This is an optimization exercise on Yosys and OpenROAD, whose aim is small area, not a production implementation.
Function was checked by simulation only, so behaviour that the tests miss may differ from the original.
Power is estimated from default activity; no workload was simulated.

run E:
==> flow/design.v <==
module rs_station #(
    parameter int ENTRY_NUM = 16,
    parameter int DATA_W    = 32,
    parameter int OPNUM_W   = 6,
    parameter int ROB_ID_W  = 4
) (
    input  logic                clk,
    input  logic                rst_n,
    input  logic                clear,
    input  logic                dispatch_valid,
    input  logic [OPNUM_W-1:0]  dispatch_opnum,
    input  logic                dispatch_q1_pending,
    input  logic                dispatch_q2_pending,
    input  logic [ROB_ID_W-1:0] dispatch_q1,
    input  logic [ROB_ID_W-1:0] dispatch_q2,
    input  logic [DATA_W-1:0]   dispatch_v1,
    input  logic [DATA_W-1:0]   dispatch_v2,
    input  logic [DATA_W-1:0]   dispatch_imm,
    input  logic [DATA_W-1:0]   dispatch_pc,
    input  logic [ROB_ID_W-1:0] dispatch_rob_id,
    output logic                full,
    input  logic                alu_valid,
    input  logic [ROB_ID_W-1:0] alu_rob_id,
    input  logic [DATA_W-1:0]   alu_data,
    input  logic                lsb_valid,
    input  logic [ROB_ID_W-1:0] lsb_rob_id,
    input  logic [DATA_W-1:0]   lsb_data,
    output logic [OPNUM_W-1:0]  opnum_to_ex,
    output logic [DATA_W-1:0]   v1_to_ex,
    output logic [DATA_W-1:0]   v2_to_ex,
    output logic [DATA_W-1:0]   imm_to_ex,
    output logic [DATA_W-1:0]   pc_to_ex,
    output logic [ROB_ID_W-1:0] rob_id_to_ex
);
    logic [ENTRY_NUM-1:0] busy_q;
    logic [ENTRY_NUM-1:0] q1p_q;
    logic [ENTRY_NUM-1:0] q2p_q;
    logic [ENTRY_NUM-1:0][OPNUM_W-1:0]  op_q;
    logic [ENTRY_NUM-1:0][DATA_W-1:0]   v1_q;    
    logic [ENTRY_NUM-1:0][DATA_W-1:0]   v2_q;
    logic [ENTRY_NUM-1:0][DATA_W-1:0]   imm_q;
    logic [ENTRY_NUM-1:0][DATA_W-1:0]   pc_q;
    logic [ENTRY_NUM-1:0][ROB_ID_W-1:0] rob_q;
    logic [ENTRY_NUM-1:0] grant_q;
    logic [ENTRY_NUM-1:0] ready_s, free_s;
    logic [ENTRY_NUM-1:0] issue_oh, free_oh, we_s;
    logic [ENTRY_NUM-1:0] ready_below, free_below;
    logic                 fire_s;
    assign full    = &busy_q;
    assign ready_s = busy_q & ~q1p_q & ~q2p_q;
    assign free_s  = ~busy_q;
    always_comb begin
        ready_below[0] = 1'b0;
        free_below[0]  = 1'b0;
        for (int i = 1; i < ENTRY_NUM; i++) begin
            ready_below[i] = ready_below[i-1] | ready_s[i-1];
            free_below[i]  = free_below[i-1]  | free_s[i-1];
        end
    end
    assign issue_oh = ready_s & ~ready_below;
    assign free_oh  = free_s & ~free_below;
    assign fire_s   = dispatch_valid & ~clear & ~full;
    assign we_s     = free_oh & {ENTRY_NUM{fire_s}};
    logic d1a, d1l, d2a, d2l;
    logic [DATA_W-1:0] dv1, dv2;
    assign d1a = dispatch_q1_pending & alu_valid & (alu_rob_id == dispatch_q1);
    assign d1l = dispatch_q1_pending & lsb_valid & (lsb_rob_id == dispatch_q1);
    assign d2a = dispatch_q2_pending & alu_valid & (alu_rob_id == dispatch_q2);
    assign d2l = dispatch_q2_pending & lsb_valid & (lsb_rob_id == dispatch_q2);
    assign dv1 = d1a ? alu_data : d1l ? lsb_data :
                 {dispatch_v1[DATA_W-1:ROB_ID_W],
                  dispatch_q1_pending ? dispatch_q1 : dispatch_v1[ROB_ID_W-1:0]};
    assign dv2 = d2a ? alu_data : d2l ? lsb_data :
                 {dispatch_v2[DATA_W-1:ROB_ID_W],
                  dispatch_q2_pending ? dispatch_q2 : dispatch_v2[ROB_ID_W-1:0]};
    logic [ENTRY_NUM-1:0] w1a, w1l, w2a, w2l;
    always_comb begin
        for (int i = 0; i < ENTRY_NUM; i++) begin
            logic m1a, m1l, m2a, m2l;
            m1a = alu_valid & (alu_rob_id == v1_q[i][ROB_ID_W-1:0]);
            m1l = lsb_valid & (lsb_rob_id == v1_q[i][ROB_ID_W-1:0]);
            m2a = alu_valid & (alu_rob_id == v2_q[i][ROB_ID_W-1:0]);
            m2l = lsb_valid & (lsb_rob_id == v2_q[i][ROB_ID_W-1:0]);
            w1a[i] = ~we_s[i] & q1p_q[i] & m1a;
            w1l[i] = ~we_s[i] & q1p_q[i] & ~m1a & m1l;
            w2a[i] = ~we_s[i] & q2p_q[i] & m2a;
            w2l[i] = ~we_s[i] & q2p_q[i] & ~m2a & m2l;
        end
    end
    always_ff @(posedge clk or negedge rst_n) begin
        if (!rst_n) begin
            busy_q  <= {ENTRY_NUM{1'b0}};
            grant_q <= {ENTRY_NUM{1'b0}};
        end else begin
            busy_q  <= clear ? {ENTRY_NUM{1'b0}} : ((busy_q & ~issue_oh) | we_s);
            grant_q <= clear ? {ENTRY_NUM{1'b0}} : issue_oh;
        end
    end
    always_ff @(posedge clk) begin
        for (int i = 0; i < ENTRY_NUM; i++) begin
            if (we_s[i]) begin
                q1p_q[i] <= dispatch_q1_pending & ~d1a & ~d1l;
                q2p_q[i] <= dispatch_q2_pending & ~d2a & ~d2l;
                op_q[i]  <= dispatch_opnum;
                imm_q[i] <= dispatch_imm;
                pc_q[i]  <= dispatch_pc;
                rob_q[i] <= dispatch_rob_id;
            end else begin
                if (w1a[i] | w1l[i]) q1p_q[i] <= 1'b0;
                if (w2a[i] | w2l[i]) q2p_q[i] <= 1'b0;
            end
            v1_q[i] <= ({DATA_W{we_s[i]}} & dv1) | ({DATA_W{w1a[i]}} & alu_data) |
                       ({DATA_W{w1l[i]}} & lsb_data) |
                       ({DATA_W{~(we_s[i] | w1a[i] | w1l[i])}} & v1_q[i]);
            v2_q[i] <= ({DATA_W{we_s[i]}} & dv2) | ({DATA_W{w2a[i]}} & alu_data) |
                       ({DATA_W{w2l[i]}} & lsb_data) |
                       ({DATA_W{~(we_s[i] | w2a[i] | w2l[i])}} & v2_q[i]);
        end
    end
    always_comb begin
        opnum_to_ex  = {OPNUM_W{1'b0}};
        v1_to_ex     = {DATA_W{1'b0}};
        v2_to_ex     = {DATA_W{1'b0}};
        imm_to_ex    = {DATA_W{1'b0}};
        pc_to_ex     = {DATA_W{1'b0}};
        rob_id_to_ex = {ROB_ID_W{1'b0}};
        for (int i = 0; i < ENTRY_NUM; i++) begin
            opnum_to_ex  = opnum_to_ex  | ({OPNUM_W{grant_q[i]}}  & op_q[i]);
            v1_to_ex     = v1_to_ex     | ({DATA_W{grant_q[i]}}   & v1_q[i]);
            v2_to_ex     = v2_to_ex     | ({DATA_W{grant_q[i]}}   & v2_q[i]);
            imm_to_ex    = imm_to_ex    | ({DATA_W{grant_q[i]}}   & imm_q[i]);
            pc_to_ex     = pc_to_ex     | ({DATA_W{grant_q[i]}}   & pc_q[i]);
            rob_id_to_ex = rob_id_to_ex | ({ROB_ID_W{grant_q[i]}} & rob_q[i]);
        end
    end
endmodule
Settings: LEC_CHECK=0, CAP_MARGIN=20, CELL_PAD_IN_SITES_DETAIL_PLACEMENT=1, CELL_PAD_IN_SITES_GLOBAL_PLACEMENT=2, CORE_MARGIN=2, CORE_UTILIZATION=35, CTS_CLUSTER_DIAMETER=60, CTS_CLUSTER_SIZE=20, PLACE_DENSITY=0.5, SLEW_MARGIN=20; clock period 5.5 ns.
standard.sh (not shown) runs the stock make flow with config.mk's settings and CLKGATE_MAP_FILE= SYNTH_SCRIPT=/design/flow/synth_recipe.tcl, a recipe that flattens the netlist after the stock synthesis.
==> flow/flow/run.sh <==
#!/bin/bash
# Standard layout, except that ABC maps the combinational logic with an
# area-oriented script (flow/abc.script) in place of ORFS's abc_speed.script.
# Synthesis is otherwise the standard synthesis (synth_recipe.tcl).
set -euo pipefail
W=$PWD
rm -rf "$W/myscripts"
cp -r "$FLOW_HOME/scripts" "$W/myscripts"
cp "$W/flow/abc.script" "$W/myscripts/abc_speed.script"
SCRIPTS_DIR="$W/myscripts" bash standard.sh synth > "$W/synth_stage.log" 2>&1
BUFFER_PORTS_ARGS="-buffer_cell sky130_fd_sc_hd__buf_1" bash standard.sh > "$W/layout_stage.log" 2>&1
==> flow/flow/abc.script <==
strash
&get -n
&st
&dch -f
&nf -a -R 1000
&put
topo
dnsize -c
The inputs of run A differ from those of run E as listed below.
Settings: CTS_CLUSTER_DIAMETER no longer set, was 60; CTS_CLUSTER_SIZE no longer set, was 20.
Total power of run A is higher than that of run E. Run A and run E ended up with nearly the same die area. Fraction of area in clock buffers and inverters (run A over run E): increase, 1.4 points. Against run E, count of clock-buffer cells in the layout in run A rose by more than half. Cmp run A vs run E: sequential cell area share lower in run A. Met3 routing resource usage after global routing: run A vs run E, no meaningful difference. Summary of run A over run E: final period demand of the worst path was more or less identical, critical path required time was more or less identical, die extent in y was more or less identical. Post-route fraction of the period consumed by the critical path across run A and run E: no real change.

static timing again, ports no longer ideal:
The flow's constraints put no driver on any port. The routed layouts listed below were extracted and timed again, unchanged, in two steps. Step 1 (the two cells are an assumption about what drives the block):
set clk [get_ports {clk}]
set_driving_cell -lib_cell sky130_fd_sc_hd__clkbuf_16 $clk
set_driving_cell -lib_cell sky130_fd_sc_hd__buf_2 [delete_from_list [all_inputs] $clk]
Step 2 also shifts input and output timing later by t, the mid clock arrival at the registers, as if the neighbouring blocks saw the same clock. Slacks: ideal / step 1 / step 2; pairs: ideal / step 1.
run	t, ns	slack for setup (ns)	latest minus earliest clock arrival (ns)	slew at the worst register clock pin (ns)	worst slew at a driven data input, ns
run E	0.982	0.681 / 0.586 / 0.619	0.058 / 0.057	0.08 / 0.08	0.19
run A	1.010	0.681 / 0.581 / 0.663	0.091 / 0.091	0.07 / 0.07	0.19
After both steps setup and hold are still met in every run listed. For run E, which loses most, drivers alone change the setup slack by -0.095 ns; drivers and shift together by -0.062 ns.
